This is an optimization exercise on Yosys and OpenROAD, whose aim is small area, a short achievable clock period and few clock cycles per item, not a production implementation.
The RTL was checked by simulation tests, not by an equivalence proof against the original design.

### config.mk
export PLATFORM = sky130hd
export DESIGN_NAME = integer_calculator_alu
export DESIGN_NICKNAME = integer_calculator_alu
export VERILOG_FILES = /design/flow/design.v
export SDC_FILE = /design/flow/constraint.sdc
export NUM_CORES = 4
export LEC_CHECK = 0
export CAP_MARGIN = 20
export CORE_MARGIN = 2
export CORE_UTILIZATION = 40
export PLACE_DENSITY = 0.45
export SETUP_SLACK_MARGIN = 1.5
export SLEW_MARGIN = 20
### constraint.sdc
create_clock -name core_clock -period 8.0 [get_ports {clk_i}]
set_input_delay 1.6000 -clock core_clock [delete_from_list [all_inputs] [get_ports {clk_i}]]
set_output_delay 1.6000 -clock core_clock [all_outputs]
set_load 0.01 [all_outputs]
### design.v
package ica_pkg;
  localparam logic [3:0] OP_ADD  = 4'd0;
  localparam logic [3:0] OP_SUB  = 4'd1;
  localparam logic [3:0] OP_MUL  = 4'd2;
  localparam logic [3:0] OP_DIV  = 4'd3;
  localparam logic [3:0] OP_MOD  = 4'd4;
  localparam logic [3:0] OP_POW  = 4'd5;
  localparam logic [3:0] OP_FACT = 4'd6;
  localparam logic [3:0] OP_GCD  = 4'd7;
  localparam logic [3:0] OP_LCM  = 4'd8;
  localparam logic [2:0] ST_OK       = 3'd0;
  localparam logic [2:0] ST_UNKNOWN  = 3'd1;
  localparam logic [2:0] ST_DIVZERO  = 3'd2;
  localparam logic [2:0] ST_DOMAIN   = 3'd3;
  localparam logic [2:0] ST_OVERFLOW = 3'd4;
endpackage
import ica_pkg::*;
module integer_calculator_alu #(
  parameter int DATA_WIDTH = 32
) (
  input  logic        clk_i,
  input  logic        rst_ni,
  input  logic        in_valid_i,
  output logic        in_ready_o,
  input  logic [3:0]  req_type_i,
  input  logic [31:0] operand_a_i,
  input  logic [31:0] operand_b_i,
  output logic        out_valid_o,
  input  logic        out_ready_i,
  output logic [31:0] result_value_o,
  output logic [2:0]  status_o
);
  localparam int S_IDLE  = 0;
  localparam int S_SETUP = 1;
  localparam int S_MUL   = 2;
  localparam int S_NORM  = 3;
  localparam int S_DIV   = 4;
  localparam int S_GINIT = 5;
  localparam int S_GCD   = 6;
  localparam int S_POWST = 7;
  localparam int S_PMUL  = 8;
  localparam int S_PSQ   = 9;
  localparam int S_OVF   = 10;
  localparam int S_LMUL  = 11;
  localparam int S_FIN   = 12;
  localparam int S_DONE  = 13;
  localparam int S_NORM0 = 14;
  localparam int NS      = 15;
  function automatic logic [5:0] clz32(input logic [31:0] x);
    logic [3:0] nib;
    logic [7:0] nz;
    logic [1:0] l [8];
    logic [2:0] j;
    for (int n = 0; n < 8; n++) begin
      nib   = x[31-4*n -: 4];
      nz[n] = |nib;
      l[n]  = nib[3] ? 2'd0 : nib[2] ? 2'd1 : nib[1] ? 2'd2 : 2'd3;
    end
    j = 3'd7;
    for (int n = 7; n >= 0; n--) if (nz[n]) j = 3'(n);
    clz32 = (nz == 8'd0) ? 6'd32 : {1'b0, j, l[j]};
  endfunction
  function automatic logic [4:0] ctz32(input logic [31:0] x);
    logic [3:0] nib;
    logic [7:0] nz;
    logic [1:0] l [8];
    logic [2:0] j;
    for (int n = 0; n < 8; n++) begin
      nib   = x[4*n +: 4];
      nz[n] = |nib;
      l[n]  = nib[0] ? 2'd0 : nib[1] ? 2'd1 : nib[2] ? 2'd2 : 2'd3;
    end
    j = 3'd7;
    for (int n = 7; n >= 0; n--) if (nz[n]) j = 3'(n);
    ctz32 = {j, l[j]};
  endfunction
  function automatic logic [31:0] ks_add(input logic [31:0] x, input logic [31:0] y);
    logic [31:0] g, p, gn, pn, h;
    g = x & y;
    p = x ^ y;
    h = p;
    for (int d = 1; d < 32; d = d * 2) begin
      gn = g;
      pn = p;
      for (int i = d; i < 32; i++) begin
        gn[i] = g[i] | (p[i] & g[i-d]);
        pn[i] = p[i] & p[i-d];
      end
      g = gn;
      p = pn;
    end
    ks_add = h ^ {g[30:0], 1'b0};
  endfunction
  function automatic logic [31:0] fact_rom(input logic [5:0] n);
    logic [31:0] f;
    unique case (n)
      6'd0: f = 32'h00000001;
      6'd1: f = 32'h00000001;
      6'd2: f = 32'h00000002;
      6'd3: f = 32'h00000006;
      6'd4: f = 32'h00000018;
      6'd5: f = 32'h00000078;
      6'd6: f = 32'h000002d0;
      6'd7: f = 32'h000013b0;
      6'd8: f = 32'h00009d80;
      6'd9: f = 32'h00058980;
      6'd10: f = 32'h00375f00;
      6'd11: f = 32'h02611500;
      6'd12: f = 32'h1c8cfc00;
      6'd13: f = 32'h7328cc00;
      6'd14: f = 32'h4c3b2800;
      6'd15: f = 32'h77775800;
      6'd16: f = 32'h77758000;
      6'd17: f = 32'heecd8000;
      6'd18: f = 32'hca730000;
      6'd19: f = 32'h06890000;
      6'd20: f = 32'h82b40000;
      6'd21: f = 32'hb8c40000;
      6'd22: f = 32'he0d80000;
      6'd23: f = 32'h33680000;
      6'd24: f = 32'hd1c00000;
      6'd25: f = 32'h7bc00000;
      6'd26: f = 32'h91800000;
      6'd27: f = 32'h58800000;
      6'd28: f = 32'hae000000;
      6'd29: f = 32'hb6000000;
      6'd30: f = 32'h54000000;
      6'd31: f = 32'h2c000000;
      6'd32: f = 32'h80000000;
      6'd33: f = 32'h80000000;
      default: f = 32'h00000000;
    endcase
    fact_rom = f;
  endfunction
  logic [NS-1:0] state_q, state_d;
  logic [3:0]    nxt;
  logic          go;
  logic [3:0]  op_q, op_d;
  logic [31:0] a_q, a_d, b_q, b_d, c_q, c_d, p_q, p_d, pc_q, pc_d;
  logic        rsv_q, rsv_d;    
  logic [4:0]  cnt_q, cnt_d;
  logic        neg_q, neg_d;
  logic        sml_q, sml_d;    
  logic [31:0] res_d;
  logic [2:0]  st_q, st_d;
  logic        fin;        
  assign in_ready_o     = state_q[S_IDLE] || (state_q[S_DONE] && out_ready_i);
  assign out_valid_o    = state_q[S_DONE];
  assign result_value_o = p_q;
  assign status_o       = st_q;
  logic [31:0] fin_v, fin_neg;
  assign fin_v = (op_q == OP_MOD) ? a_q : c_q;
  logic [31:0] abs_a, abs_b;
  assign abs_a   = a_q[31] ? (~a_q + 32'd1) : a_q;
  assign abs_b   = b_q[31] ? (~b_q + 32'd1) : b_q;
  logic [32:0] s1;
  logic        ge1;
  logic [31:0] d_ba;
  assign s1   = {1'b0, a_q} - {1'b0, b_q};
  assign ge1  = !s1[32];
  assign d_ba = b_q - a_q;
  logic [32:0] s2, s3;
  logic        ge2;
  logic [31:0] a1, a2;
  assign s2  = {1'b0, a_q} - {2'b0, b_q[31:1]};
  assign s3  = {1'b0, a_q} - {1'b0, b_q} - {2'b0, b_q[31:1]};
  assign a1  = ge1 ? s1[31:0] : a_q;
  assign ge2 = ge1 ? !s3[32] : !s2[32];
  assign a2  = ge1 ? (s3[32] ? s1[31:0] : s3[31:0])
                   : (s2[32] ? a_q : s2[31:0]);
  logic [5:0] clz_a, clz_b;
  logic [5:0] sh_div;
  assign clz_a  = clz32(state_q[S_SETUP] ? abs_a : a_q);
  assign clz_b  = clz32(state_q[S_SETUP] ? abs_b : b_q);
  assign sh_div = clz_b - clz_a;
  logic [31:0] lsh_in, lsh_out;
  logic [4:0]  lsh_amt;
  assign lsh_in  = (state_q[S_GCD]) ? a_q : b_q;
  assign lsh_amt = cnt_q;
  assign lsh_out = lsh_in << lsh_amt;
  logic [31:0] rsh_in, rsh_out, ctz_in;
  logic [4:0]  rsh_amt;
  always_comb begin
    case (1'b1)
      state_q[S_SETUP]: begin rsh_in = a_q;                   ctz_in = a_q;        end
      state_q[S_GINIT]: begin rsh_in = b_q;                   ctz_in = b_q;        end
      default: begin rsh_in = ge1 ? s1[31:0] : d_ba; ctz_in = a_q ^ b_q;  end
    endcase
  end
  assign rsh_amt = ctz32(ctz_in);
  assign rsh_out = rsh_in >> rsh_amt;
  logic [31:0] m_src, m_eff, a_sh, prod;
  logic [8:0]  m_grp;
  logic [3:0]  m_nz;
  logic [1:0]  dig;
  logic [1:0]  dig_nxt;
  logic        m_last;
  logic [31:0] pp [4];
  logic [3:0]  pp_neg;
  always_comb begin
    case (1'b1)
      state_q[S_PMUL]:  m_src = c_q;
      state_q[S_PSQ]:   m_src = a_q;
      default: m_src = b_q;
    endcase
  end
  assign m_eff = {m_src[31:1], 1'b0};
  assign dig   = cnt_q[1:0];
  always_comb begin
    unique case (dig)
      2'd0:    begin m_grp = {m_eff[7:0], 1'b0}; a_sh = a_q;       end
      2'd1:    begin m_grp = m_eff[15:7];        a_sh = a_q << 8;  end
      2'd2:    begin m_grp = m_eff[23:15];       a_sh = a_q << 16; end
      default: begin m_grp = m_eff[31:23];       a_sh = a_q << 24; end
    endcase
  end
  always_comb begin
    for (int i = 0; i < 4; i++) begin
      logic [2:0]  t;
      logic        one, two;
      logic [31:0] y;
      t         = m_grp[2*i +: 3];
      pp_neg[i] = t[2] & ~(t[1] & t[0]);
      one       = t[1] ^ t[0];
      two       = (t[2] & ~t[1] & ~t[0]) | (~t[2] & t[1] & t[0]);
      y         = one ? a_sh : (two ? {a_sh[30:0], 1'b0} : 32'd0);
      pp[i]     = (pp_neg[i] ? ~y : y) << (2 * i);
    end
  end
  assign m_nz[0] = |m_eff[7:1];
  assign m_nz[1] = !((&m_eff[15:7])  || !(|m_eff[15:7]));
  assign m_nz[2] = !((&m_eff[23:15]) || !(|m_eff[23:15]));
  assign m_nz[3] = !((&m_eff[31:23]) || !(|m_eff[31:23]));
  always_comb begin
    m_last  = 1'b1;
    dig_nxt = 2'd3;
    unique case (dig)
      2'd0: begin
        if (m_nz[1])      begin m_last = 1'b0; dig_nxt = 2'd1; end
        else if (m_nz[2]) begin m_last = 1'b0; dig_nxt = 2'd2; end
        else if (m_nz[3]) begin m_last = 1'b0; dig_nxt = 2'd3; end
      end
      2'd1: begin
        if (m_nz[2])      begin m_last = 1'b0; dig_nxt = 2'd2; end
        else if (m_nz[3]) begin m_last = 1'b0; dig_nxt = 2'd3; end
      end
      2'd2: begin
        if (m_nz[3])      begin m_last = 1'b0; dig_nxt = 2'd3; end
      end
      default: ;
    endcase
  end
  logic [31:0] p_base;
  assign p_base = (dig == 2'd0) ? (m_src[0] ? a_q : 32'd0) : p_q;
  logic [31:0] corr, pc_base;
  logic [31:0] cs_s1, cs_c1, cs_s2, cs_c2, cs_s3, cs_c3, cs_s4, cs_c4, cs_s5, cs_c5;
  assign corr    = {24'd0, 1'b0, pp_neg[3], 1'b0, pp_neg[2], 1'b0, pp_neg[1], 1'b0, pp_neg[0]};
  assign pc_base = (dig == 2'd0) ? 32'd0 : pc_q;
  assign cs_s1 = p_base ^ pc_base ^ pp[0];
  assign cs_c1 = ((p_base & pc_base) | (p_base & pp[0]) | (pc_base & pp[0])) << 1;
  assign cs_s2 = pp[1] ^ pp[2] ^ pp[3];
  assign cs_c2 = ((pp[1] & pp[2]) | (pp[1] & pp[3]) | (pp[2] & pp[3])) << 1;
  assign cs_s3 = cs_s1 ^ cs_c1 ^ cs_s2;
  assign cs_c3 = ((cs_s1 & cs_c1) | (cs_s1 & cs_s2) | (cs_c1 & cs_s2)) << 1;
  assign cs_s4 = cs_c2 ^ corr ^ cs_s3;
  assign cs_c4 = ((cs_c2 & corr) | (cs_c2 & cs_s3) | (corr & cs_s3)) << 1;
  assign cs_s5 = cs_s4 ^ cs_c4 ^ cs_c3;
  assign cs_c5 = ((cs_s4 & cs_c4) | (cs_s4 & cs_c3) | (cs_c4 & cs_c3)) << 1;
  assign prod  = ks_add(p_q, pc_q);
  assign fin_neg = neg_q ? (~fin_v + 32'd1) : fin_v;
  logic        imm;
  logic [31:0] imm_v;
  logic [2:0]  imm_st;
  logic [31:0] in_sum;
  logic        in_sub;
  logic        ia_neg, ib_neg, ia_zero, ib_zero;
  assign ia_neg  = operand_a_i[31];
  assign ib_neg  = operand_b_i[31];
  assign ia_zero = (operand_a_i == 32'd0);
  assign ib_zero = (operand_b_i == 32'd0);
  assign in_sub  = (req_type_i == OP_SUB);
  assign in_sum  = operand_a_i + (operand_b_i ^ {32{in_sub}}) + {31'd0, in_sub};
  always_comb begin
    imm    = 1'b1;
    imm_v  = 32'd0;
    imm_st = ST_OK;
    unique case (req_type_i)
      OP_ADD, OP_SUB: imm_v = in_sum;
      OP_MUL: imm = 1'b0;
      OP_DIV: begin
        if (ib_zero) imm_st = ST_DIVZERO;
        else if (operand_a_i == 32'h8000_0000 && operand_b_i == 32'hffff_ffff) imm_st = ST_OVERFLOW;
        else imm = 1'b0;
      end
      OP_MOD: begin
        if (ib_zero) imm_st = ST_DIVZERO;
        else imm = 1'b0;
      end
      OP_POW: begin
        if (ib_neg) imm_st = ST_DOMAIN;
        else if (operand_a_i[0] || operand_b_i[30:5] == 26'd0) imm = 1'b0;
      end
      OP_FACT: begin
        if (ia_neg) imm_st = ST_DOMAIN;
        else if (operand_a_i[30:6] == 25'd0 && operand_a_i[5:0] < 6'd34) imm_v = fact_rom(operand_a_i[5:0]);
      end
      OP_GCD, OP_LCM: begin
        if (ia_neg || ib_neg || ia_zero || ib_zero) imm_st = ST_DOMAIN;
        else imm = 1'b0;
      end
      default: imm_st = ST_UNKNOWN;
    endcase
  end
  logic [6:0] len_sum;
  assign len_sum = 7'd64 - {1'b0, clz_a} - {1'b0, clz_b};
  logic [31:0] q, r;
  logic        last;
  logic        mul_st;
  assign mul_st = state_q[S_MUL] | state_q[S_PSQ] | state_q[S_PMUL] | state_q[S_LMUL];
  always_comb begin
    last = (cnt_q == 5'd0) || (cnt_q == 5'd1);
    if (cnt_q == 5'd0) begin
      q = {c_q[30:0], ge1};
      r = a1;
    end else begin
      q = {c_q[29:0], ge1, ge2};
      r = a2;
    end
  end
  always_comb begin
    nxt     = S_IDLE;
    go      = 1'b0;
    op_d    = op_q;
    a_d     = a_q;
    b_d     = b_q;
    c_d     = c_q;
    p_d     = p_q;
    cnt_d   = cnt_q;
    neg_d   = neg_q;
    sml_d   = sml_q;
    fin     = 1'b0;
    res_d   = 32'd0;
    st_d    = ST_OK;
    case (1'b1)
      state_q[S_IDLE], state_q[S_DONE]: begin
        if (in_ready_o && in_valid_i) begin
          a_d  = operand_a_i;
          b_d  = operand_b_i;
          op_d = req_type_i;
          if (imm) begin
            fin   = 1'b1;
            res_d = imm_v;
            st_d  = imm_st;
          end else begin
            nxt = S_SETUP;
            go  = 1'b1;
          end
        end else if (state_q[S_DONE] && out_ready_i) begin
          nxt = S_IDLE;
          go  = 1'b1;
        end
      end
      state_q[S_SETUP]: begin
        cnt_d = 5'd0;
        unique case (op_q)
          OP_MUL: begin
            neg_d = 1'b0;
            nxt   = S_MUL;
            go    = 1'b1;
          end
          OP_DIV, OP_MOD: begin
            a_d   = abs_a;
            b_d   = abs_b;
            neg_d = (op_q == OP_DIV) ? (a_q[31] ^ b_q[31]) : a_q[31];
            cnt_d = sh_div[4:0];
            sml_d = (clz_b < clz_a);
            nxt   = S_NORM;
            go    = 1'b1;
          end
          OP_POW: begin
            c_d   = 32'd1;
            neg_d = 1'b0;
            nxt   = S_POWST;
            go    = 1'b1;
          end
          default: begin    
            a_d   = rsh_out;
            cnt_d = rsh_amt;            
            c_d   = ge1 ? b_q : a_q;    
            p_d   = ge1 ? a_q : b_q;    
            nxt   = S_GINIT;
            go    = 1'b1;
          end
        endcase
      end
      state_q[S_MUL]: begin
        if (rsv_q) begin
          if (neg_q) begin
            nxt = S_FIN;
            go  = 1'b1;
          end else begin
            fin = 1'b1;
          end
        end
      end
      state_q[S_NORM0]: begin
        cnt_d = sh_div[4:0];
        sml_d = (clz_b < clz_a);
        nxt   = S_NORM;
        go    = 1'b1;
      end
      state_q[S_NORM]: begin
        c_d = 32'd0;
        if (sml_q) begin
          nxt = S_FIN;
          go  = 1'b1;
        end else begin
          b_d   = lsh_out;
          nxt   = S_DIV;
          go    = 1'b1;
        end
      end
      state_q[S_DIV]: begin
        b_d   = b_q >> 2;
        cnt_d = cnt_q - 5'd2;
        if (last) begin
          if (op_q == OP_LCM) begin
            cnt_d = 5'd0;
            nxt   = S_LMUL;
            go    = 1'b1;
          end else if (neg_q) begin
            nxt = S_FIN;
            go  = 1'b1;
          end else begin
            fin   = 1'b1;
            res_d = (op_q == OP_MOD) ? r : q;
          end
        end
      end
      state_q[S_GINIT]: begin
        b_d = rsh_out;
        if (rsh_amt < cnt_q) cnt_d = rsh_amt;
        nxt = S_GCD;
        go  = 1'b1;
      end
      state_q[S_GCD]: begin
        if (a_q == b_q) begin
          if (op_q == OP_GCD) begin
            fin   = 1'b1;
            res_d = lsh_out;
          end else begin
            a_d = c_q;       
            b_d = lsh_out;   
            nxt = S_NORM0;
            go  = 1'b1;
          end
        end else begin
          a_d = rsh_out;
          b_d = ge1 ? b_q : a_q;
        end
      end
      state_q[S_LMUL]: begin
        if (!rsv_q && dig == 2'd0) neg_d = (len_sum > 7'd32);
        if (rsv_q) begin
          nxt = S_OVF;
          go  = 1'b1;
        end
      end
      state_q[S_OVF]: begin
        fin = 1'b1;
        if (neg_q || p_q[31]) st_d = ST_OVERFLOW;
        else res_d = p_q;
      end
      state_q[S_POWST]: begin
        if (b_q == 32'd0) begin
          fin   = 1'b1;
          res_d = 32'd1;
        end else if (b_q[0]) begin
          c_d = a_q;
          b_d = {b_q[31:1], 1'b0};
          nxt = (b_q[31:1] == 31'd0) ? S_FIN : S_PSQ;
          go  = 1'b1;
        end else begin
          nxt = S_PSQ;
          go  = 1'b1;
        end
      end
      state_q[S_PSQ]: begin
        if (rsv_q) begin
          b_d   = b_q >> 1;
          cnt_d = 5'd0;
          if (b_q[1] && c_q == 32'd1) begin
            b_d = {1'b0, b_q[31:2], 1'b0};
            nxt = (b_q[31:2] == 30'd0) ? S_FIN : S_PSQ;
            go  = 1'b1;
          end else if (b_q[1]) begin
            nxt = S_PMUL;
            go  = 1'b1;
          end
        end
      end
      state_q[S_PMUL]: begin
        if (rsv_q) begin
          b_d   = {b_q[31:1], 1'b0};
          cnt_d = 5'd0;
          if (b_q[31:1] == 31'd0) begin
            if (neg_q) begin
              nxt = S_FIN;
              go  = 1'b1;
            end else begin
              fin = 1'b1;
            end
          end else begin
            nxt = S_PSQ;
            go  = 1'b1;
          end
        end
      end
      state_q[S_FIN]: begin
        fin   = 1'b1;
        res_d = fin_neg;
      end
      default: begin nxt = S_IDLE; go = 1'b1; end
    endcase
    if (fin) begin
      p_d = res_d;
      nxt = S_DONE;
      go  = 1'b1;
    end
    if (state_q[S_DIV]) begin
      a_d = (last && op_q == OP_LCM) ? p_q : r;
      c_d = q;
      if (last && op_q == OP_LCM) b_d = q;
    end
    pc_d  = pc_q;
    rsv_d = 1'b0;
    if (mul_st) begin
      if (rsv_q) begin
        p_d = prod;
      end else begin
        p_d   = cs_s5;
        pc_d  = cs_c5;
        cnt_d = {3'd0, dig_nxt};
        rsv_d = m_last;
      end
    end
    if (state_q[S_PSQ] && rsv_q) begin
      a_d = prod;
      if (b_q[1] && c_q == 32'd1) c_d = prod;
    end
    if (state_q[S_PMUL] && rsv_q) c_d = prod;
    state_d = go ? (NS'(1) << nxt) : state_q;
  end
  always_ff @(posedge clk_i or negedge rst_ni) begin
    if (!rst_ni) begin
      state_q <= NS'(1) << S_IDLE;
    end else begin
      state_q <= state_d;
    end
  end
  always_ff @(posedge clk_i) begin
    op_q  <= op_d;
    a_q   <= a_d;
    b_q   <= b_d;
    c_q   <= c_d;
    p_q   <= p_d;
    pc_q  <= pc_d;
    rsv_q <= rsv_d;
    cnt_q <= cnt_d;
    neg_q <= neg_d;
    sml_q <= sml_d;
    if (fin) st_q <= st_d;
  end
endmodule
### run.sh
#!/bin/bash
# synth_recipe.tcl (not shown) runs the flow's synth.tcl, then flattens the netlist and writes it again
# the make line also repeats each setting of config.mk as NAME=value (left out here)
make -C /OpenROAD-flow-scripts/flow DESIGN_CONFIG=/design/flow/config.mk WORK_HOME=/design/flow/orfs CLKGATE_MAP_FILE= SYNTH_SCRIPT=/design/flow/synth_recipe.tcl finish
==> results.yml, run 1 <==
status:
  status: "failed layout checks"
  violations: "max-capacitance violations, max-slew violations"
final_layout:
  final_cell_area_mm2: 0.0538
  mostFrequentLayoutCells: "nand2_1, a21oi_1, nor2_1"
  syn_to_final_growth_pct: 15.6
  final_common_cell: "nand2_1"
  nNetsFinal: 7249
  layout-drive-gt1-share_pct: 14.7
  fin_util_pct: 46.5
  nFillCells: 12100
global_route:
  antenna_found_initial: 72
  met3_usage_pct: 36.1
  grt.busiest_layer: "met2"
  grt_pass1_wl_um: 495000
  first_global_vias: 57200
  grt.overflow.total: 0
  use_met2_pct: 77.6
  grt_start_max_net_pins: 75
  grt_util_all_layers_pct: 60.0
  grtUsageMet1_pct: 66.4
die:
  die_h_um: 345
  initial_core_util_pct: 40.2
  pin_count: 109
  die_width_um: 345
  rows: 125
  core_area_mm2: 0.116
  dieArea_mm2: 0.119
timing:
  fin_skew_ns: 0.0378
  slew_headroom_pct: -14.1
  tightest_slew_ns: 1.71
  fmax_mhz: 147
  setup-violations-final: 0
  drv_slew: 4
  rsz0062_at_grt: "yes"
  fin_setup_tns_ns: 0
  finalCriticalPeriod_ns: 6.81
  hold_violations: 0
  period_share_pct: 85.1
synthesis:
  synthMuxAreaShare_pct: 7.09
  synth_fa_ha_area_share_pct: 12.1
  yosys.area_share.simple_pct: 22.2
  syn-cell-area_mm2: 0.0465
  seq_area_frac_synth_pct: 10.5
  ys.flop_type: "edfxtp_1"
  synth_compound_area_share_pct: 33.8
  ys_types: 115
  ys_ff_latch: 188
  synth_xor_area_share_pct: 7.34
  synth-edff-count: 103
  postSynthAreaPerCell_um2: 6.96
  ys.warnings.count: 5
  syn_inst: 6689
  synth_top_family_by_area: "compound AO/OA/AOI/OAI gates"
  synth_fp_nets: 7138
  async_reset_ff_share_pct: 7.98
worst_setup_path:
  arrival_ns: 7.14
  path_class: "register to register"
  cp_max_fo: 12
  rr_endpoint: "p_q[25]"
  startpoint_type: "register"
  crit_end: "p_q[25]"
  r2r_cells: 18
  setup.worst_path.start: "a_q[28]"
  cp.required_ns: 8.32
  worstSetupEndpointType: "register"
  r2r_slack_ns: 1.19
  r2r_start: "a_q[28]"
cts:
  path_clk_slew_ns: 0.10
  cts_buffers: 17
  clock-sinks: 188
  root_buffer: "clkbuf_16"
  clock_path_buffers: 2
  cts_tree: "yes"
  cts_hold_buf: 0
  cts_max_level: 4
  clk_latency_ns: 0.60
hold_path:
  hp-class: "register to register"
routing:
  postRouteAntennaNets: 0
  wl_per_cell_um: 44.6
  dr_total_vias: 64800
  drtPass1Iterations: 15
  avgViaCountPerCell: 7.72
  drt-total-wl_um: 375000
  drc: 0
  drtIter0Drc: 13600
run:
  maxCapViolCount: 1
place:
  gp_congestion: 1.18
  place.port_buffers: 108
  place_area_mm2: 0.0511
  dp_hpwl_um: 284000
-- flip-flops by register name, summed over array words and instances (netlist names), 4 cells and up --
name and flops:
a_q 32, b_q 32, c_q 32, p_q 32, pc_q 30, state_q 15, cnt_q 5, op_q 4
-- cell families (layout without fill, tap and decap cells) --
| group | Yosys count | count (layout) |
|---|---|---|
| AO/OA/AOI/OAI | 2393 | 2394 |
| AND/OR/NAND/NOR | 2225 | 2225 |
| buffers and inverters | 841 | 964 |
| XOR/XNOR | 390 | 390 |
| adder cells (fa/ha/maj) | 377 | 377 |
| multiplexers | 275 | 275 |
| flip-flops | 188 | 188 |
| other | 0 | 67 |
-- repair_timing --
action / in CTS / in global routing
gates resized for setup: 92 / 168
setup buffers: 17 / 59
cloned: 2 / 2
setup endpoints to repair: 78 / 89
pin swaps: 9 / 28
-- layout make-up --
cell class	instances	area, um2	share of cell area (%)
multi-input cells	5661	39600	73.6
repair buffers	658	5500	10.2
flip-flops and latches	188	4920	9.14
well taps	1524	1910	3.54
inverters	273	1090	2.02
clock buffers	19	475	0.883
diodes	67	168	0.311
clock inverters	13	139	0.258
repair inverters	1	5.00	0.00930
-- stage by stage --
stage                     setup slack, ns  hold WS [ns]  std cells
after floorplan                      1.53         0.476       6689
after global placement              0.506         0.518       8218
after detailed placement            0.517         0.523       8220
after CTS                            1.38         0.534       8271
after global routing                 1.28         0.559       8356
final                                1.19         0.538       8404
-- critical path, cell delays in order, from the launching register on --
cell,delay [ns]
edfxtp_1,0.80
clkinvlp_4,0.38
ha_2,0.55
nand4_1,0.31
buf_4,0.28
nor4_1,0.65
nand3_2,0.43
o21ai_1,0.51
a31oi_1,0.37
nor2b_1,0.37
a31o_2,0.18
nor2_2,0.04
inv_1,0.20
buf_4,0.32
nand2_1,0.23
buf_4,0.28
a211o_1,0.25
a21oi_1,0.24
a221oi_1,0.11
-- layer usage --
metal	part of all wire (%)	up-vias
met5	0.33	-
met1	33	30400
li1	-	25000
met4	12	52
met2	36	6976
met3	18	2332
-- cells in the mapped netlist, drive strengths merged, types with 41 or more instances --
library cell  count  area share (%)
nand2           768             6.2
a21oi           636             6.9
nor2            609             4.9
o21ai           512             5.5
clkbuf          445             3.6
xnor2           262             4.9
ha              258             6.9
inv             257             2.1
mux2i           189             4.1
nor3            174             1.9
nand3           162             1.7
a22oi           159             2.6
xor2            128             2.4
buf             123             1.3
fa              119             5.1
edfxtp          103             6.6
a21o            100             1.6
a31oi            95             1.3
o211ai           95             1.5
nor2b            93             1.2
a211oi           91             1.5
o31ai            81             1.4
dfxtp            70             3.0
and3             65            0.87
o22ai            65            0.87
a221oi           56             1.1
nor4             56            0.84
nand4            52            0.71
mux2             47             1.1
o221ai           45            0.85
o21a             44            0.71
and2             42            0.56
nand2b           41            0.55
or3              41            0.55
-- worst min path at each step --
stage	startpoint	end	cells after the start
6_report	state_q[0]	state_q[0]	2
5_1_grt	state_q[0]	state_q[0]	2
4_1_cts	state_q[0]	state_q[0]	2
3_5_place_dp	state_q[0]	state_q[0]	2
3_3_place_gp	state_q[0]	state_q[0]	2
2_1_floorplan	state_q[0]	state_q[0]	2
Testbench counts, summed over its fixed seeds: cycles 20,791, items 2,400.
==> run 2, diff against run 1 <==
--- a/design.v
+++ b/design.v
@@ -37,7 +37,6 @@
   localparam int S_DIV   = 4;
   localparam int S_GINIT = 5;
   localparam int S_GCD   = 6;
-  localparam int S_POWST = 7;
   localparam int S_PMUL  = 8;
   localparam int S_PSQ   = 9;
   localparam int S_OVF   = 10;
@@ -298,6 +297,7 @@
       end
       OP_POW: begin
         if (ib_neg) imm_st = ST_DOMAIN;
+        else if (operand_b_i[30:1] == 30'd0) imm_v = operand_b_i[0] ? operand_a_i : 32'd1;
         else if (operand_a_i[0] || operand_b_i[30:5] == 26'd0) imm = 1'b0;
       end
       OP_FACT: begin
@@ -351,6 +351,18 @@
             fin   = 1'b1;
             res_d = imm_v;
             st_d  = imm_st;
+          end else if (req_type_i == OP_MUL) begin
+            cnt_d = 5'd0;
+            neg_d = 1'b0;
+            nxt   = S_MUL;
+            go    = 1'b1;
+          end else if (req_type_i == OP_POW) begin
+            b_d   = {operand_b_i[31:1], 1'b0};
+            c_d   = operand_b_i[0] ? operand_a_i : 32'd1;
+            cnt_d = 5'd0;
+            neg_d = 1'b0;
+            nxt   = S_PSQ;
+            go    = 1'b1;
           end else begin
             nxt = S_SETUP;
             go  = 1'b1;
@@ -363,11 +375,6 @@
       state_q[S_SETUP]: begin
         cnt_d = 5'd0;
         unique case (op_q)
-          OP_MUL: begin
-            neg_d = 1'b0;
-            nxt   = S_MUL;
-            go    = 1'b1;
-          end
           OP_DIV, OP_MOD: begin
             a_d   = abs_a;
             b_d   = abs_b;
@@ -377,12 +384,6 @@
             nxt   = S_NORM;
             go    = 1'b1;
           end
-          OP_POW: begin
-            c_d   = 32'd1;
-            neg_d = 1'b0;
-            nxt   = S_POWST;
-            go    = 1'b1;
-          end
           default: begin    
             a_d   = rsh_out;
             cnt_d = rsh_amt;            
@@ -412,8 +413,8 @@
       state_q[S_NORM]: begin
         c_d = 32'd0;
         if (sml_q) begin
-          nxt = S_FIN;
-          go  = 1'b1;
+          fin   = 1'b1;
+          res_d = (op_q == OP_MOD) ? fin_neg : 32'd0;
         end else begin
           b_d   = lsh_out;
           nxt   = S_DIV;
@@ -448,6 +449,12 @@
           if (op_q == OP_GCD) begin
             fin   = 1'b1;
             res_d = lsh_out;
+          end else if (a_q == 32'd1 && cnt_q == 5'd0) begin
+            a_d   = p_q;     
+            b_d   = c_q;     
+            cnt_d = 5'd0;
+            nxt   = S_LMUL;
+            go    = 1'b1;
           end else begin
             a_d = c_q;       
             b_d = lsh_out;   
@@ -471,20 +478,6 @@
         if (neg_q || p_q[31]) st_d = ST_OVERFLOW;
         else res_d = p_q;
       end
-      state_q[S_POWST]: begin
-        if (b_q == 32'd0) begin
-          fin   = 1'b1;
-          res_d = 32'd1;
-        end else if (b_q[0]) begin
-          c_d = a_q;
-          b_d = {b_q[31:1], 1'b0};
-          nxt = (b_q[31:1] == 31'd0) ? S_FIN : S_PSQ;
-          go  = 1'b1;
-        end else begin
-          nxt = S_PSQ;
-          go  = 1'b1;
-        end
-      end
       state_q[S_PSQ]: begin
         if (rsv_q) begin
           b_d   = b_q >> 1;
--- a/config.mk
+++ b/config.mk
@@ -9,5 +9,5 @@
 export CORE_MARGIN = 2
 export CORE_UTILIZATION = 40
 export PLACE_DENSITY = 0.45
-export SETUP_SLACK_MARGIN = 1.5
+export SETUP_SLACK_MARGIN = 2.0
 export SLEW_MARGIN = 20
==> run 2 against run 1 <==
Against the previous run:
- hold slack gained 0.0068 ns
- largest cell class unchanged
- non-clock buffer count grew 128
- maximum frequency grew 3.7%
- global-route usage rose by 4.3 points
- now clean on timing, DRC and antenna
- core utilization increased by 2.5 points
- die area is 4.1% higher
- clock-buffer cell count fell by 2
==> results.yml, run 2 <==
status:
  status: "complete, no violations"
synthesis:
  synth_top_cells_by_area: "a21oi_1, nand2_1, ha_1"
  ys.warnings.count: 5
  synth-edff-count: 103
  async_reset_ff_share_pct: 7.49
  syn_inst: 7175
  synth_top_cell_area_share_pct: 7.88
  seq_area_frac_synth_pct: 10.0
  ys_types: 105
  yosysMostFrequentCell: "nand2_1"
  yosysTopAreaCell: "a21oi_1"
  postSynthAreaPerCell_um2: 6.76
  ys.flop_type: "edfxtp_1"
  synth_fp_nets: 7626
  syn-cell-area_mm2: 0.0485
  ys_ff_latch: 187
  synth_commonest_cells: "nand2_1, a21oi_1, nor2_1, o21ai_0, clkbuf_1"
routing:
  wl_per_cell_um: 46.8
  drtIter0Drc: 16800
  drt-total-wl_um: 424000
  drtPass1Iterations: 19
  dr_total_vias: 72700
  avgViaCountPerCell: 8.03
  drc: 0
  postRouteAntennaNets: 0
die:
  die_h_um: 352
  core_area_mm2: 0.120
  dieArea_mm2: 0.124
  initial_core_util_pct: 40.4
  die_width_um: 352
  rows: 127
  pin_count: 109
global_route:
  grt.overflow.total: 0
  grt_util_all_layers_pct: 64.3
  first_global_vias: 64300
  grt_start_max_net_pins: 83
  antenna_found_initial: 68
  grt_pass1_wl_um: 557000
timing:
  hold_violations: 0
  tightest_slew_ns: 1.39
  period_share_pct: 82.1
  fin_skew_ns: 0.0317
  fmax_mhz: 152
  rsz0062_at_grt: "yes"
  drv_slew: 0
  fin_setup_tns_ns: 0
  slew_headroom_pct: 6.84
  setup-violations-final: 0
  setup_ws_ns: 1.43
  finalCriticalPeriod_ns: 6.57
final_layout:
  nFillCells: 12100
  layout-drive-gt1-share_pct: 18.3
  final_common_cell: "nand2_1"
  final_cell_area_mm2: 0.0588
  mostFrequentLayoutCells: "nand2_1, a21oi_1, nor2_1"
  multi_input_area_mm2: 0.0431
  fin_util_pct: 49.0
  seqCellArea_mm2: 0.00491
  syn_to_final_growth_pct: 21.3
  nNetsFinal: 7809
cts:
  cts_buffers: 17
  path_clk_slew_ns: 0.10
  clock-sinks: 187
  clock_path_buffers: 2
  clk_latency_ns: 0.58
  cts_tree: "yes"
  root_buffer: "clkbuf_16"
  cts_hold_buf: 0
  cts_max_level: 4
worst_setup_path:
  path_class: "register to register"
  path_cells: "inv_2, buf_4, buf_4, buf_4, ha_1, inv_1, fa_1, a21o_1, a21oi_1, o211ai_1, and4_1, o2111a_1, o21ai_0, a21o_1, nor2_1, nand2_1, nor2_1, o21ai_0, o211ai_1, o211ai_1"
  cp.required_ns: 8.23
  crit_path_max_incr_delay_ns: 0.81
  arrival_ns: 6.80
  startpoint_type: "register"
  worstSetupEndpointType: "register"
  r2r_slack_ns: 1.43
  crit_path_top_delay_cell: "nor2_1"
  cp_max_fo: 6
run:
  maxCapViolCount: 0
place:
  gp_congestion: 1.17
  place_area_mm2: 0.0532
  place.port_buffers: 108
  pre_cts_slack_ns: 0.473
  dp_hpwl_um: 311000
hold_path:
  hp-class: "register to register"
run 2: changes by cell type in the layout (fill, tap and decap cells not counted), moves of 32 or more:
| cell | before | now |
|---|---|---|
| xor2_1 | 123 | 160 |
| o21ai_0 | 461 | 522 |
| nand2_1 | 759 | 879 |
| nor2_1 | 580 | 612 |
| buf_4 | 514 | 583 |
| xnor2_1 | 254 | 218 |
| a21oi_1 | 599 | 703 |
| ha_1 | 246 | 213 |
run 2: kinds of logic (layout without fill, tap and decap cells):
family	after synthesis	after routing	synth area share, %
AO/OA/AOI/OAI	2638	2638	34.9
XOR/XNOR	410	410	7.41
adder cells (fa/ha/maj)	379	379	11.6
buffers and inverters	878	1073	6.98
flip-flops	187	187	10.0
multiplexers	239	239	5.98
other	0	72	0
AND/OR/NAND/NOR	2444	2445	23.1
run 2: worst max-delay path: cells and delay by family, from the launching register on:
kind	cells	cell delay, ns
flip-flops	1	0.38
buffers and inverters	5	0.65
adder cells (fa/ha/maj)	2	0.47
AO/OA/AOI/OAI	9	2.46
AND/OR/NAND/NOR	4	2.23
run 2: final cells by class:
type | instances | area share (%)
well taps | 1612 | 3.43
flip-flops and latches | 187 | 8.34
clock inverters | 15 | 0.325
diodes | 72 | 0.306
repair buffers | 786 | 11.9
inverters | 255 | 1.72
clock buffers | 17 | 0.723
multi-input cells | 6111 | 73.2
run 2: path summary, 6_finish.rpt:
kind,cells past startpoint,endpoint,from
hold / removal,2,state_q[0],state_q[0]
max in group asynchronous,1,state_q[6],rst_ni
hold reg to reg,2,state_q[0],state_q[0]
setup / recovery,20,a_q[14],a_q[0]
setup reg to reg,20,a_q[14],a_q[0]
min in group asynchronous,1,state_q[1],rst_ni
run 2: metrics by stage:
step,hold slack [ns],instances
global placement,0.522,8740
finish,0.544,9055
detailed placement,0.526,8740
global route,0.578,9005
CTS,0.539,8868
floorplan,0.476,7175
run 2: timing repair:
action / CTS / global route
pin swaps: 55 / 152
hold endpoints to repair: 0 / 0
gates resized for setup: 331 / 343
endpoints found under the setup margin: 158 / 145
buffers inserted: 92 / 105
cloned: 4 / 4
run 2: layer usage:
metal,track usage (%),routed length (um),vias to the layer above
li1,-,-,26900
met1,66.2,133000,33900
met2,83.5,153000,8506
met3,43.5,76900,3319
met4,64.4,58400,62
met5,9.81,2230,-
Testbench counts of run 2, summed over its fixed seeds: cycles 18,759, items 2,400.
==> run 3, diff against run 2 <==
--- a/design.v
+++ b/design.v
@@ -537,6 +537,11 @@
         rsv_d = m_last;
       end
     end
+    if (state_q[S_PSQ] && !rsv_q && dig == 2'd0 && a_q[15:0] == 16'h0001) begin
+      p_d   = {a_q[30:1], 2'b01};
+      pc_d  = 32'd0;
+      rsv_d = 1'b1;
+    end
     if (state_q[S_PSQ] && rsv_q) begin
       a_d = prod;
       if (b_q[1] && c_q == 32'd1) c_d = prod;
--- a/config.mk
+++ b/config.mk
@@ -5,9 +5,9 @@
 export SDC_FILE = /design/flow/constraint.sdc
 export NUM_CORES = 4
 export LEC_CHECK = 0
-export CAP_MARGIN = 20
+export CAP_MARGIN = 40
 export CORE_MARGIN = 2
 export CORE_UTILIZATION = 40
 export PLACE_DENSITY = 0.45
-export SETUP_SLACK_MARGIN = 2.0
-export SLEW_MARGIN = 20
+export SETUP_SLACK_MARGIN = 1.5
+export SLEW_MARGIN = 40
==> run 3 against run 2 <==
Against the previous run:
- cell area shrank 3.7%
- maximum frequency is 7.7% lower
- highest routed layer unchanged
- global-route usage up 1.7 points
- sequential share of layout area fell by 0.26 points
==> results.yml, run 3 <==
status:
  status: "complete, no violations"
timing:
  fin_skew_ns: 0.0450
  slew_headroom_pct: 24.5
  fmax_mhz: 141
  period_share_pct: 88.9
  fin_setup_tns_ns: 0
  setup_ws_ns: 0.885
  setup-violations-final: 0
  rsz0062_at_grt: "yes"
  drv_slew: 0
  fin_hold_ws_ns: 0.487
  finalCriticalPeriod_ns: 7.11
  tightest_slew_ns: 1.12
  hold_violations: 0
synthesis:
  syn_inst: 7156
  yosysMostFrequentCell: "nand2_1"
  synth_fp_nets: 7607
  synth-edff-count: 71
  ys_ff_latch: 187
  syn-cell-area_mm2: 0.0485
  ys.warnings.count: 5
  synth_top_cells_by_area: "a21oi_1, nand2_1, ha_1"
  ys_types: 113
  postSynthAreaPerCell_um2: 6.78
  synth_top_cell_area_share_pct: 7.46
  seq_area_frac_synth_pct: 9.33
  ys.flop_type: "dfxtp_1"
  async_reset_ff_share_pct: 7.49
  yosysTopAreaCell: "a21oi_1"
  synth_commonest_cells: "nand2_1, a21oi_1, nor2_1, o21ai_0, clkbuf_1"
worst_setup_path:
  cp_max_fo: 19
  crit_path_top_delay_cell: "dfxtp_1"
  startpoint_type: "register"
  crit_path_max_incr_delay_ns: 0.71
  worstSetupEndpointType: "register"
  path_cells: "buf_4, clkinvlp_4, buf_12, ha_1, a21oi_1, o21ai_0, inv_1, nand2_1, o21ai_4, buf_4, nand3_1, o22ai_1, o21ai_0, o21ai_1, mux2i_1, mux2i_2, o21ai_0, buf_4, a21oi_1, o221ai_1"
  cp.required_ns: 8.20
  path_class: "register to register"
  arrival_ns: 7.32
hold_path:
  hp-class: "register to register"
die:
  rows: 127
  die_h_um: 352
  die_width_um: 352
  core_area_mm2: 0.120
  dieArea_mm2: 0.124
  initial_core_util_pct: 40.4
  pin_count: 109
routing:
  wl_per_cell_um: 48.1
  postRouteAntennaNets: 0
  avgViaCountPerCell: 8.20
  drt-total-wl_um: 432000
  drc: 0
  drtIter0Drc: 17200
  drtPass1Iterations: 17
  dr_total_vias: 73600
global_route:
  grt_start_max_net_pins: 83
  grt.overflow.total: 0
  antenna_found_initial: 78
  grt_pass1_wl_um: 568000
  grt_util_all_layers_pct: 66.0
  first_global_vias: 64300
place:
  dp_hpwl_um: 319000
  pre_cts_slack_ns: 0.185
  place_area_mm2: 0.0533
  gp_congestion: 1.23
  placedCellCount: 8729
  place.port_buffers: 108
cts:
  clk_latency_ns: 0.63
  cts_hold_buf: 0
  root_buffer: "clkbuf_16"
  cts_buffers: 17
  cts_max_level: 4
  path_clk_slew_ns: 0.12
  clock_path_buffers: 2
  clock-sinks: 187
  cts_tree: "yes"
final_layout:
  nNetsFinal: 7684
  final_common_cell: "nand2_1"
  syn_to_final_growth_pct: 16.7
  fin_util_pct: 47.1
  mostFrequentLayoutCells: "nand2_1, a21oi_1, nor2_1"
  layout-drive-gt1-share_pct: 14.9
  layout.cells.non_filler: 8983
  final_cell_area_mm2: 0.0566
run:
  maxCapViolCount: 0
run 3: cell count changes in the layout (fill, tap and decap cells not counted), sizes merged, moves of 24 or more:
cell	delta
a21oi	-41
mux2i	+54
a222oi	+25
dfxtp	+32
diode	+53
edfxtp	-32
nor2b	-24
nor2	+41
o211ai	-24
buf	-98
nor3	-41
run 3: repair_timing:
| item | in CTS | in global routing |
|---|---|---|
| gates resized for setup | 143 | 188 |
| pin swaps | 19 | 35 |
| buffers inserted | 33 | 52 |
| hold endpoints to repair | 0 | 0 |
| endpoints found under the setup margin | 72 | 70 |
| gates cloned | 0 | 2 |
run 3: worst max-delay path: cells and delay by family, from the launching register on:
family          cells  cell delay [ns]
mux                 2             0.59
compound gates      9             3.10
simple gates        2             0.49
buf+inv             6             1.52
fa+ha+maj           1             0.23
flops               1             0.71
run 3: cells by family after synthesis:
kind of cell	after synthesis	synth area share, %
muxes	316	7.70
AOI/OAI and AO/OA	2551	34.1
buffers and inverters	876	7.04
xor gates and xnor gates	414	7.47
DFF	187	9.33
adders and majority gates	379	11.6
and+or+nand+nor	2433	22.8
run 3: layout make-up:
| cell class | instances | area, um2 |
|---|---|---|
| diodes | 125 | 313 |
| clock buffers | 17 | 425 |
| clock inverters | 15 | 196 |
| fillers | 12200 | 63500 |
| inverters | 247 | 955 |
| multi-input cells | 6095 | 42400 |
| flip-flops and latches | 187 | 4580 |
| well taps | 1612 | 2020 |
| repair buffers | 685 | 5760 |
run 3: worst paths after layout:
kind	startpoint	to	slack [ns]	depth (start not counted)
worst min-delay path	pc_q[4]	pc_q[4]	0.49	2
min in group asynchronous	rst_ni	state_q[6]	0.93	1
worst max register to register	b_q[26]	a_q[20]	0.89	20
max in group asynchronous	rst_ni	state_q[8]	6.70	1
worst max-delay path	b_q[26]	a_q[20]	0.89	20
worst min register to register	pc_q[4]	pc_q[4]	0.49	2
run 3: routing by layer:
layer / part of all wire (%) / track usage [%] / vias up
met3: 19 / 48.4 / 3541
met2: 35 / 82.7 / 8838
met5: 0.73 / 19.8 / -
met4: 13 / 62.7 / 78
met1: 32 / 68.4 / 34500
li1: - / - / 26700
Testbench counts of run 3, summed over its fixed seeds: cycles 18,589, items 2,400.
==> run 4, diff against run 3 <==
--- a/config.mk
+++ b/config.mk
@@ -9,5 +9,5 @@
 export CORE_MARGIN = 2
 export CORE_UTILIZATION = 40
 export PLACE_DENSITY = 0.45
-export SETUP_SLACK_MARGIN = 1.5
+export SETUP_SLACK_MARGIN = 2.0
 export SLEW_MARGIN = 40
==> run 4 against run 3 <==
Against the previous run:
- still clean on timing, DRC and antenna
- register-to-register slack better by 0.61 ns
- sequential share of layout area down 0.52 points
- routed wire length down 2.9%
- sequential cell count unchanged
- synthesized cell count unchanged
- clock-buffer cell count up 3
- final cell count up 1.8%
==> results.yml, run 4 <==
synthesis:
  yosysTopAreaCell: "a21oi_1"
  seq_area_frac_synth_pct: 9.33
  synth_commonest_cells: "nand2_1, a21oi_1, nor2_1, o21ai_0, clkbuf_1"
  syn_inst: 7156
  synth_top_cells_by_area: "a21oi_1, nand2_1, ha_1"
  ys.flop_type: "dfxtp_1"
  postSynthAreaPerCell_um2: 6.78
  ys_ff_latch: 187
  ys_types: 113
  yosysMostFrequentCell: "nand2_1"
  async_reset_ff_share_pct: 7.49
  synth-edff-count: 71
  syn-cell-area_mm2: 0.0485
  synth_fp_nets: 7607
  synth_top_cell_area_share_pct: 7.46
  ys.warnings.count: 5
final_layout:
  final_cell_area_mm2: 0.0605
  nNetsFinal: 7874
  nFillCells: 12000
  syn_to_final_growth_pct: 24.6
  fin_util_pct: 50.3
  final_common_cell: "nand2_1"
  layout.cells.non_filler: 9141
  seqCellArea_mm2: 0.00457
  mostFrequentLayoutCells: "nand2_1, buf_4, nor2_1"
  multi_input_area_mm2: 0.0442
  layout-drive-gt1-share_pct: 20.6
routing:
  drc: 0
  dr_total_vias: 72900
  postRouteAntennaNets: 0
  wl_per_cell_um: 45.9
  drtIter0Drc: 15400
  drtPass1Iterations: 28
  avgViaCountPerCell: 7.97
  drt-total-wl_um: 420000
cts:
  root_buffer: "clkbuf_16"
  path_clk_slew_ns: 0.10
  cts_tree: "yes"
  clk_latency_ns: 0.61
  clock_path_buffers: 2
  cts_hold_buf: 0
  clock-sinks: 187
  cts_max_level: 4
  cts_buffers: 17
timing:
  period_share_pct: 81.3
  fin_setup_tns_ns: 0
  fin_hold_ws_ns: 0.483
  fin_skew_ns: 0.0315
  slew_headroom_pct: 20.2
  drv_slew: 0
  hold_violations: 0
  finalCriticalPeriod_ns: 6.50
  tightest_slew_ns: 1.19
  setup-violations-final: 0
  fmax_mhz: 154
  rsz0062_at_grt: "yes"
worst_setup_path:
  arrival_ns: 6.97
  worstSetupEndpointType: "register"
  critPathBufInv: 5
  r2r_slack_ns: 1.50
  r2r_start: "a_q[10]"
  cp_max_fo: 10
  cpMostUsedCell: "buf_4"
  cp_top_family: "compound AO/OA/AOI/OAI gates"
  crit_path_top_delay_cell: "edfxtp_1"
  crit_path_max_incr_delay_ns: 0.48
  cp.required_ns: 8.47
  r2r_cells: 24
  critical_path_depth: 24
  path_cells: "clkinvlp_4, ha_4, buf_4, o21ai_0, nand2b_2, o21a_4, o311a_4, ha_4, and4_4, nand4_1, nor2_4, nand4_1, a21oi_2, o221ai_2, buf_4, a211oi_2, nor3_2, a211oi_1, buf_4, o41ai_2, buf_4, a211o_1, o211ai_1, a32o_1"
  startpoint_type: "register"
  setup.worst_path.start: "a_q[10]"
  path_class: "register to register"
global_route:
  antenna_found_initial: 68
  grt_util_all_layers_pct: 63.8
  grt.overflow.total: 0
  grt_pass1_wl_um: 554000
  first_global_vias: 64200
  grt_start_max_net_pins: 81
run:
  maxCapViolCount: 0
hold_path:
  min_from: "pc_q[14]"
  hp-class: "register to register"
  worstHoldPathCells: 2
die:
  rows: 127
  pin_count: 109
  initial_core_util_pct: 40.4
  dieArea_mm2: 0.124
  core_area_mm2: 0.120
  die_width_um: 352
  die_h_um: 352
place:
  place_area_mm2: 0.0533
  dp_hpwl_um: 305000
  place.port_buffers: 108
  gp_congestion: 1.18
  placedCellCount: 8728
status:
  status: "complete, no violations"
==> run 4: cell types whose count changed in the layout (fill, tap and decap cells not counted), moves of 22 or more <==
cell,change
a21oi_1,-47
a21oi_2,+25
a21oi_4,+22
buf_12,+25
buf_4,+134
buf_6,+23
diode_2,-32
o21ai_0,-48
o21ai_2,+24
==> run 4: area by class of cell <==
class | instances | share of cell area, %
clock buffer | 20 | 0.758
multi-input combinational | 6094 | 73.2
inverter | 247 | 1.63
antenna | 93 | 0.385
clock inverter | 12 | 0.172
sequential | 187 | 7.56
tap | 1612 | 3.34
timing repair buffer | 876 | 13.0
==> run 4: path summary, 6_finish.rpt <==
path                               to
hold / removal               pc_q[14]
min in group asynchronous  state_q[5]
setup / recovery              p_q[31]
max in group asynchronous  state_q[9]
hold reg to reg              pc_q[14]
setup reg to reg              p_q[31]
==> run 4: through the flow <==
step	setup WS, ns
global route	1.52
floorplan	2.00
CTS	1.80
detailed placement	0.533
finish	1.50
global placement	0.502
==> run 4: kinds of logic (layout without fill, tap and decap cells) <==
logic type,after synthesis,in the layout,synth area share [%]
xor+xnor,414,414,7.47
buf+inv,876,1155,7.04
fa+ha+maj,379,379,11.6
simple gates,2433,2434,22.8
flops,187,187,9.33
mux,316,316,7.70
compound gates,2551,2551,34.1
other cells,0,93,0
==> run 4: what timing repair did <==
item | CTS | global route
gates cloned | 9 | 3
setup endpoints to repair | 103 | 131
buffers inserted | 182 | 90
resized for setup | 499 | 334
pin swaps | 133 | 150
==> run 4: routing by layer <==
metal | global-route usage [%] | part of all wire, % | vias up
li1 | - | - | 27000
met1 | 67.4 | 32 | 34100
met2 | 83.4 | 36 | 8464
met3 | 41.2 | 18 | 3217
met4 | 59.4 | 13 | 83
met5 | 15.6 | 0.68 | -
==> run 4: tightest hold or removal path, stage by stage (launching register included) <==
cell	delay (ns)
dfxtp_1	0.33
nand2_1	0.06
a21oi_1	0.05
==> run 5, diff against run 4 <==
--- a/config.mk
+++ b/config.mk
@@ -8,6 +8,7 @@
 export CAP_MARGIN = 40
 export CORE_MARGIN = 2
 export CORE_UTILIZATION = 40
+export GPL_TIMING_DRIVEN = 0
 export PLACE_DENSITY = 0.45
 export SETUP_SLACK_MARGIN = 2.0
 export SLEW_MARGIN = 40
==> run 5 against run 4 <==
Against the previous run:
- synthesized cell count unchanged
- the run now fails in global routing
- synthesized area unchanged
==> results.yml, run 5 <==
status:
  status: "stopped before the end"
  lastStage: "global routing"
  firstError: "[ERROR GRT-0232] Routing congestion too high. Check the congestion heatmap in the GUI."
die:
  die_h_um: 352
  pin_count: 109
  rows: 127
  initial_core_util_pct: 40.4
  die_width_um: 352
cts:
  root_buffer: "clkbuf_16"
  clock_path_buffers: 2
  clock-sinks: 187
  cts_buffers: 17
  cts_max_level: 4
  cts_hold_buf: 0
synthesis:
  ys.warnings.count: 5
  ys_ff_latch: 187
  synth_commonest_cells: "nand2_1, a21oi_1, nor2_1, o21ai_0, clkbuf_1"
  ys.flop_type: "dfxtp_1"
  ys_types: 113
  synth-edff-count: 71
  yosysTopAreaCell: "a21oi_1"
  seq_area_frac_synth_pct: 9.33
  yosysMostFrequentCell: "nand2_1"
  synth_fp_nets: 7607
  postSynthAreaPerCell_um2: 6.78
  syn-cell-area_mm2: 0.0485
  async_reset_ff_share_pct: 7.49
  syn_inst: 7156
  synth_top_cell_area_share_pct: 7.46
  synth_top_cells_by_area: "a21oi_1, nand2_1, ha_1"
global_route:
  grt_util_all_layers_pct: 77.8
  grt_start_max_net_pins: 32
  grt.overflow.total: 1
place:
  gp_congestion: 1.35
  dp_hpwl_um: 363000
  place.port_buffers: 108
  placedCellCount: 8925
run 5: metal layers:
| metal | GRT overflow | track usage [%] |
|---|---|---|
| met5 | 1 | 51.2 |
| met4 | 0 | 74.7 |
| met3 | 0 | 68.2 |
| met2 | 0 | 88.3 |
| met1 | 0 | 78.5 |
run 5: repair_timing:
action / CTS
endpoints found under the setup margin: 242
resized for setup: 874
setup buffers: 199
pin swaps: 82
run 5: worst min-delay path by stage:
stage / from / end / slack [ns] / depth (start not counted)
after floorplan: pc_q[31] / pc_q[31] / 0.45 / 2
after detailed placement: pc_q[16] / pc_q[16] / 0.47 / 2
after global placement: pc_q[16] / pc_q[16] / 0.47 / 2
after CTS: pc_q[16] / pc_q[16] / 0.48 / 2
run 5: cells by family after synthesis:
logic type,Yosys count,share of synthesized area (%)
muxes,316,7.70
and+or+nand+nor,2433,22.8
xor gates and xnor gates,414,7.47
buffers and inverters,876,7.04
AOI/OAI and AO/OA,2551,34.1
DFF,187,9.33
adders and majority gates,379,11.6
run 5: metrics by stage:
| stage | utilization [%] | setup TNS (ns) | instance area, um2 | setup slack, ns |
|---|---|---|---|---|
| CTS | 49.1 | 0 | 59000 | 1.52 |
| detailed placement | 44.2 | -142.47 | 53100 | -2.23 |
| global placement | 43.0 | -347.92 | 51700 | -4.03 |
| floorplan | - | 0 | 48600 | 2.00 |

## what the ideal ports hide
In the flow no input, the clock included, has a driving cell. The finished layouts below were timed again as built, in two steps.
Step 1 sets driving cells, clkbuf_16 on the clock port and buf_2 on the other inputs (assumed; they add their load-dependent delay and slew).
Step 2 also shifts input and output timing later by t, the mid clock arrival at the registers, as if the neighbouring blocks saw the same clock.
Slacks: ideal / step 1 / step 2; pairs: ideal / step 1.
run	t (ns)	setup WS [ns]	clock arrival spread, ns
run 1	0.667	1.188 / 1.188 / 0.956	0.038 / 0.038
run 2	0.644	1.431 / 1.431 / 1.405	0.031 / 0.032
run 3	0.702	0.885 / 0.885 / 0.704	0.045 / 0.045
run 4	0.675	1.500 / 1.500 / 1.134	0.032 / 0.031
The setup slack of run 4, which loses most, moves by 0.000 ns with the drivers and by -0.366 ns with both steps.
